Source: an optimization exercise on an open RTL-to-GDS flow (aim: small area, a short achievable clock period and few clock cycles per item). Production flows keep margins and buffers that such runs may drop.
Function not checked in this run: the RTL went through the layout flow alone.

$ cat design.v
package jdc_pkg;
  localparam int YEAR_W  = 14;
  localparam int MONTH_W = 4;
  localparam int DAY_W   = 5;
  localparam int JDN_W   = 23;
  localparam int TDATA_W = 48;
  localparam logic [22:0] JDN_EPOCH = 23'd1721119;   
  localparam logic [22:0] JDN_FIRST = 23'd1721426;   
  localparam logic [22:0] JDN_LAST  = 23'd5373484;   
  localparam logic [18:0] EST_OFS = 19'd37704;
endpackage
module jdc_ctrl (
  input  logic clk,
  input  logic rst_n,
  input  logic in_tvalid,
  input  logic out_tready,
  output logic en,
  output logic vld_out
);
  logic v1_r, v2_r, v3_r;
  assign en      = ~v3_r | out_tready;
  assign vld_out = v3_r;
  always_ff @(posedge clk) begin
    if (!rst_n) begin
      v1_r <= 1'b0;
      v2_r <= 1'b0;
      v3_r <= 1'b0;
    end else if (en) begin
      v1_r <= in_tvalid;
      v2_r <= v1_r;
      v3_r <= v2_r;
    end
  end
endmodule
module jdc_fwd (
  input  logic [13:0] year,
  input  logic [3:0]  month,
  input  logic [4:0]  day,
  output logic [13:0] y_mar,
  output logic [10:0] tday
);
  logic       early;
  logic [10:0] tmon;
  assign early = (month <= 4'd2);
  always_comb begin
    if (year == 14'd0) y_mar = early ? 14'd0 : 14'd1;
    else               y_mar = year - {13'd0, early};
  end
  always_comb begin
    case (month)
      4'd0: tmon = 11'd1074;
      4'd1: tmon = 11'd1105;
      4'd2: tmon = 11'd1136;
      4'd3: tmon = 11'd799;
      4'd4: tmon = 11'd830;
      4'd5: tmon = 11'd860;
      4'd6: tmon = 11'd891;
      4'd7: tmon = 11'd921;
      4'd8: tmon = 11'd952;
      4'd9: tmon = 11'd983;
      4'd10:tmon = 11'd1013;
      4'd11:tmon = 11'd1044;
      4'd12:tmon = 11'd1074;
      4'd13:tmon = 11'd1105;
      4'd14:tmon = 11'd1136;
      default: tmon = 11'd1166;
    endcase
  end
  assign tday = tmon + {6'd0, day};
endmodule
import jdc_pkg::*;
module jdc_inv_est (
  input  logic [22:0] n,
  output logic [13:0] y_est,
  output logic        err
);
  logic [18:0] p;
  assign err   = (n < JDN_FIRST) || (n > JDN_LAST);
  assign p     = 19'(n[22:6]) + 19'(n[22:8]) + 19'(n[22:9]) + 19'(n[22:11])
               - 19'(n[22:14]) - 19'(n[22:17]) - EST_OFS;
  assign y_est = p[16:3];
endmodule
module jdc_inv_dec (
  input  logic [8:0]  doy,       
  input  logic        corr,      
  input  logic [13:0] y_est,
  output logic [13:0] year,
  output logic [3:0]  month,
  output logic [4:0]  day
);
  logic [3:0] m;
  logic [8:0] start;
  logic       jf;
  always_comb begin
    if      (doy >= 9'd337) begin m = 4'd11; start = 9'd337; end
    else if (doy >= 9'd306) begin m = 4'd10; start = 9'd306; end
    else if (doy >= 9'd275) begin m = 4'd9;  start = 9'd275; end
    else if (doy >= 9'd245) begin m = 4'd8;  start = 9'd245; end
    else if (doy >= 9'd214) begin m = 4'd7;  start = 9'd214; end
    else if (doy >= 9'd184) begin m = 4'd6;  start = 9'd184; end
    else if (doy >= 9'd153) begin m = 4'd5;  start = 9'd153; end
    else if (doy >= 9'd122) begin m = 4'd4;  start = 9'd122; end
    else if (doy >= 9'd92)  begin m = 4'd3;  start = 9'd92;  end
    else if (doy >= 9'd61)  begin m = 4'd2;  start = 9'd61;  end
    else if (doy >= 9'd31)  begin m = 4'd1;  start = 9'd31;  end
    else                    begin m = 4'd0;  start = 9'd0;   end
  end
  assign jf    = (m >= 4'd10);
  assign month = jf ? (m - 4'd9) : (m + 4'd3);
  assign day   = 5'(doy[4:0] - start[4:0] + 5'd1);
  assign year  = y_est + {12'd0, corr & jf, corr ^ jf};
endmodule
import jdc_pkg::*;
module julian_day_converter (
  input  logic                         clk,
  input  logic                         rst_n,
  input  logic                         in_tvalid,
  output logic                         in_tready,
  input  logic [jdc_pkg::TDATA_W-1:0]  in_tdata,
  input  logic                         in_tuser,
  output logic                         out_tvalid,
  input  logic                         out_tready,
  output logic [jdc_pkg::TDATA_W-1:0]  out_tdata,
  output logic                         out_tuser
);
  logic        en;
  logic [13:0] y_mar, y_est;
  logic [10:0] tday;
  logic        err0;
  logic [13:0] x1_r;      
  logic [10:0] z1_r;      
  logic        op1_r, err1_r;
  logic [11:0] q;
  logic [15:0] cprod;
  logic [7:0]  cent;
  logic        r99, leap;
  logic [22:0] p;
  logic [10:0] p2_r;      
  logic [13:0] w2_r;      
  logic [7:0]  c2_r;
  logic        leap2_r, op2_r, err2_r;
  logic [22:0] g;
  logic [10:0] doy_c;
  logic        corr;
  logic [8:0]  doy;
  logic [13:0] w3_r;      
  logic [9:0]  d3_r;      
  logic        op3_r, err3_r;
  logic [13:0] year_d;
  logic [3:0]  month_d;
  logic [4:0]  day_d;
  jdc_ctrl u_ctrl (
    .clk        (clk),
    .rst_n      (rst_n),
    .in_tvalid  (in_tvalid),
    .out_tready (out_tready),
    .en         (en),
    .vld_out    (out_tvalid)
  );
  jdc_fwd u_fwd (
    .year  (in_tdata[13:0]),
    .month (in_tdata[17:14]),
    .day   (in_tdata[22:18]),
    .y_mar (y_mar),
    .tday  (tday)
  );
  jdc_inv_est u_est (
    .n     (in_tdata[45:23]),
    .y_est (y_est),
    .err   (err0)
  );
  assign in_tready = en;
  always_ff @(posedge clk) begin
    if (en) begin
      x1_r   <= in_tuser ? y_est : y_mar;
      z1_r   <= in_tuser ? ~in_tdata[33:23] : tday;
      op1_r  <= in_tuser;
      err1_r <= in_tuser & err0;
    end
  end
  assign q     = x1_r[13:2];
  assign cprod = ({1'b0, q, 3'd0}) + ({3'd0, q, 1'b0}) + {6'd0, q[11:2]} - {11'd0, q[11:7]};
  assign cent  = cprod[15:8];
  assign r99   = (x1_r[1:0] == 2'b11) && (cprod[7:0] >= 8'd246);
  assign leap  = (x1_r[1:0] == 2'b11) && (!r99 || (cent[1:0] == 2'b11));
  assign p = ({9'd0, x1_r} << 8) + ({9'd0, x1_r} << 6) + ({9'd0, x1_r} << 5)
           + ({9'd0, x1_r} << 3) + ({9'd0, x1_r} << 2) + {9'd0, x1_r}
           + {11'd0, x1_r[13:2]} + {JDN_EPOCH[22:11], z1_r};
  always_ff @(posedge clk) begin
    if (en) begin
      p2_r    <= p[10:0];
      w2_r    <= op1_r ? x1_r : {2'd0, p[22:11]};
      c2_r    <= cent;
      leap2_r <= leap;
      op2_r   <= op1_r;
      err2_r  <= err1_r;
    end
  end
  assign g     = {w2_r[11:0], p2_r} - {15'd0, c2_r} + {17'd0, c2_r[7:2]};
  assign doy_c = ~g[10:0];    
  assign corr  = leap2_r ? (doy_c >= 11'd1166) : (doy_c >= 11'd1165);
  assign doy   = 9'(doy_c - (corr ? (leap2_r ? 11'd1166 : 11'd1165) : 11'd800));
  always_ff @(posedge clk) begin
    if (en) begin
      w3_r   <= op2_r ? w2_r : {1'b0, g[22:10]};
      d3_r   <= op2_r ? {corr, doy} : g[9:0];
      op3_r  <= op2_r;
      err3_r <= err2_r;
    end
  end
  jdc_inv_dec u_dec (
    .doy   (d3_r[8:0]),
    .corr  (d3_r[9]),
    .y_est (w3_r),
    .year  (year_d),
    .month (month_d),
    .day   (day_d)
  );
  always_comb begin
    out_tdata = '0;
    out_tuser = 1'b0;
    if (!op3_r) begin
      out_tdata[22:0] = {w3_r[12:0], d3_r};
    end else if (err3_r) begin
      out_tuser = 1'b1;
    end else begin
      out_tdata[36:23] = year_d;
      out_tdata[40:37] = month_d;
      out_tdata[45:41] = day_d;
    end
  end
endmodule
$ cat config.mk
export PLATFORM = sky130hd
export DESIGN_NAME = julian_day_converter
export DESIGN_NICKNAME = julian_day_converter
export VERILOG_FILES = /design/flow/design.v
export SDC_FILE = /design/flow/constraint.sdc
export NUM_CORES = 4
export LEC_CHECK = 0
export CAP_MARGIN = 20
export CORE_MARGIN = 2
export CORE_UTILIZATION = 40
export SLEW_MARGIN = 20
$ cat flow/run.sh
#!/bin/bash
# Standard layout, with the port buffers made of buf_1 instead of the flow's
# default pick, which is a slow delay cell. Every port still gets a buffer.
set -e
cp standard.sh standard_sh.txt
export BUFFER_PORTS_ARGS="-buffer_cell sky130_fd_sc_hd__buf_1"
bash standard.sh > standard.log 2>&1
$ cat constraint.sdc
create_clock -name core_clock -period 6.0 [get_ports {clk}]
set_input_delay 1.2000 -clock core_clock [delete_from_list [all_inputs] [get_ports {clk}]]
set_output_delay 1.2000 -clock core_clock [all_outputs]
set_load 0.01 [all_outputs]
$ cat standard.sh
#!/bin/bash
# synth_recipe.tcl (not shown) runs the flow's synth.tcl, then flattens the netlist and writes it again
# the make line also repeats each setting of config.mk as NAME=value (left out here)
make -C /OpenROAD-flow-scripts/flow DESIGN_CONFIG=/design/flow/config.mk WORK_HOME=/design/flow/orfs CLKGATE_MAP_FILE= SYNTH_SCRIPT=/design/flow/synth_recipe.tcl "${@:-finish}"
==> run summary <==
-- cells in the final DEF, fill, tap and decap left out, types with 33 or more instances in the layout --
| cell | count |
|---|---|
| a21oi_1 | 71 |
| buf_1 | 98 |
| edfxtp_1 | 89 |
| fa_1 | 127 |
| ha_1 | 172 |
| inv_1 | 208 |
| nand2_1 | 71 |
| nor2_1 | 84 |
| nor2b_1 | 33 |
| o21ai_0 | 73 |
| xnor2_1 | 61 |
-- worst min-delay path by stage --
stage                start  endpoint
global route        err2_r    err3_r
finish              err2_r    err3_r
CTS                 err2_r    err3_r
global placement    err2_r    err3_r
floorplan           err1_r    err2_r
detailed placement  err2_r    err3_r
-- critical path, cell delays in order (launching register included) --
cell and delay (ps):
edfxtp_1 560, o311ai_0 430, nand2_1 100, a21o_1 230
o21a_1 190, o21ai_0 180, a21oi_1 130, nor2_1 170
ha_1 190, inv_1 60, o21bai_1 190, ha_1 260
ha_1 210, fa_1 480, nand2_1 160, o21ai_0 90
a21oi_1 160, buf_1 180
-- final cells by class --
cell class              instances  area [um^2]
flip-flops and latches         92         2730
clock inverters                 5         62.6
fillers                      3128        18000
clock buffers                  11          233
multi-input cells            1039         9380
inverters                     209          786
repair buffers                117          508
well taps                     442          553
-- cell families (layout without fill, tap and decap cells) --
logic type,count (synthesis),count (layout),synth area share (%)
and+or+nand+nor,334,334,13.0
other,1,2,0.0288
xor gates and xnor gates,84,84,5.64
AOI/OAI and AO/OA,305,305,16.0
adders and majority gates,299,299,36.0
buffers and inverters,240,342,7.07
muxes,15,15,1.29
DFF,92,92,21.0
-- routing by layer --
layer	wire, um	GRT usage, %
met5	0	0
met4	652	4.77
met3	834	1.76
met2	14600	33.1
met1	12600	21.8
-- metrics by stage --
step	setup WS (ps)	cells
floorplan	934	1371
global placement	397	1899
detailed placement	301	1899
CTS	514	1915
global route	172	1915
finish	478	1915
-- state kept, by name (all words and copies together) (netlist names) --
| register | count |
|---|---|
| x1_r | 14 |
| op1_r | 1 |
| w3_r | 14 |
| op2_r | 1 |
| leap2_r | 1 |
| z1_r | 11 |
| op3_r | 1 |
| u_ctrl.v1_r | 1 |
| u_ctrl.v3_r | 1 |
| d3_r | 10 |
| err2_r | 1 |
| u_ctrl.v2_r | 1 |
| err1_r | 1 |
| err3_r | 1 |
| w2_r | 14 |
| p2_r | 11 |
| c2_r | 8 |
==> impl_metrics.py <==
metrics = {
    "outcome": {
        "status": "no timing/DRC/antenna violations",
    },
    "routing": {
        "drt-initial-drc-count": 459,
        "drc_viols": 0,
        "route.vias.total": 9859,
        "drt.antenna.violating_nets": 0,
        "via_to_cell_ratio": 5.15,
        "wl_um": 28700,
        "dr.pass1.iters": 5,
        "drt-wirelength-per-cell_um": 15.0,
    },
    "logic_synthesis": {
        "synthCells": 1370,
        "synthFlopType": "edfxtp_1",
        "synthesis.area_per_instance_um2": 9.51,
        "synthDominantCellAreaShare_pct": 20.5,
        "yosys.area.top_type": "edfxtp_1",
        "synth_most_common_cell": "inv_1",
        "synth.top_cells.by_count": "inv_1 (209), ha_1 (172), fa_1 (127)",
        "yosys-top-cells-area": "edfxtp_1 (21%), fa_1 (20%), ha_1 (17%)",
        "synth-edff-count": 89,
        "number_of_storage_elements_in_the_synthesis_netlist": 92,
        "portion_of_the_post_synthesis_area_used_by_sequential_elements_pct": 21.0,
        "syn_area_mm2": 0.0130,
        "synth_cell_types": 85,
        "postSynth.asyncResetShare_pct": 0,
        "synth.yosys.warnings": 4,
    },
    "floorplan": {
        "core-area_mm2": 0.0323,
        "rows": 66,
        "ios": 104,
        "design.die.area_mm2": 0.0340,
        "floorplan.die.height_um": 185,
        "initial_core_util_pct": 40.4,
        "die-width_um": 185,
    },
    "clock_network": {
        "cts_post_setup_buffers_inserted": 0,
        "cts-root-to-sink-buffers": 2,
        "cts_htree_levels": 3,
        "holdBufCountCts": 0,
        "clk_latency_ps": 350,
        "cts.repair.resized": 0,
        "cts_tree": "done",
        "cts.sinks": 92,
        "clock-root-buffer": "clkbuf_16",
        "worst_setup_hold_path_clk_slew_ps": 70,
        "cts-buffers-inserted": 9,
    },
    "critical_path": {
        "endpoint_type_of_the_worst_setup_path": "output pin",
        "cp_max_fo": 11,
        "worst-r2r-cell-count": 18,
        "end_point_of_the_critical_path": "out_tdata[33]",
        "start_kind": "register",
        "r2r_start": "c2_r[4]",
        "wp_data_required_ps": 4800,
        "worst-endpoint-arrival_ps": 4320,
        "timing.rr.end": "d3_r[8]",
        "worstSetupPathType": "reg2out",
        "setup.worst_path.start": "d3_r[2]",
        "register_to_register_setup_slack_ps": 860,
    },
    "place": {
        "gp_congestion": 0.924,
        "placed_area_mm2": 0.0140,
        "place.port_buffers": 99,
        "place.detailed.hpwl_um": 23900,
    },
    "global_routing": {
        "grt_pass1_vias": 10097,
        "grt_usage_pct": 17.8,
        "pin_count_of_the_biggest_net_entering_global_routing": 65,
        "grt_pass1_wl_um": 48800,
        "antenna_found_initial": 0,
        "overflow_left_after_global_routing": 0,
    },
    "layout": {
        "area_growth_syn_to_layout_pct": 9.39,
        "total_number_of_nets_in_the_final_design": 1820,
        "diodes": 0,
        "final_design_area_no_fill_mm2": 0.0143,
        "post-route-util_pct": 44.2,
        "layout-drive-gt1-share_pct": 4.48,
    },
    "sta": {
        "fin_setup_tns_ps": 0,
        "final_max_slew_viol_count": 0,
        "slew-limit-headroom_pct": 47.6,
        "final-setup-viol-count": 0,
        "final_min_period_over_clock_period_pct": 92.0,
        "clock_skew_ps": 12.4,
        "finalHoldViolCount": 0,
        "fin_worst_hold_slack_ps": 428,
        "unrepaired_setup_endpoints_after_global_routing": "no",
        "transition_time_of_the_tightest_slew_check_pin_ps": 786,
        "max_clock_freq_mhz": 181,
        "period_minus_slack_ps": 5520,
    },
    "job": {
        "cap_violations": 0,
    },
    "worst_hold_path": {
        "hold_path.class": "reg2reg",
        "min_path_cells": 0,
    },
}

==> port drivers added, routing unchanged <==
No port has a modelled driver above. Below, the same layout with a new extraction and two added sets of constraints. Step 1 assumes that a clkbuf_16 drives the clock port and a buf_2 every other input. Step 2 adds t to the input delays and takes it off the output delays; t is the mean of the earliest and latest rising clock arrival at the registers after step 1. Input paths then give back, and output paths get back, about the clock's delay inside the block. Slacks: ideal / step 1 / step 2; pairs: ideal / step 1.
shift t [ns]: 0.387
setup WS [ns]: 0.478 / 0.434 / 0.306
hold WS [ns]: 0.428 / 0.428 / 0.428
worst register clock-pin slew, ns: 0.07 / 0.07
After both steps this run still meets setup and hold. For this run, drivers alone change the setup slack by -0.044 ns; drivers and shift together by -0.172 ns.
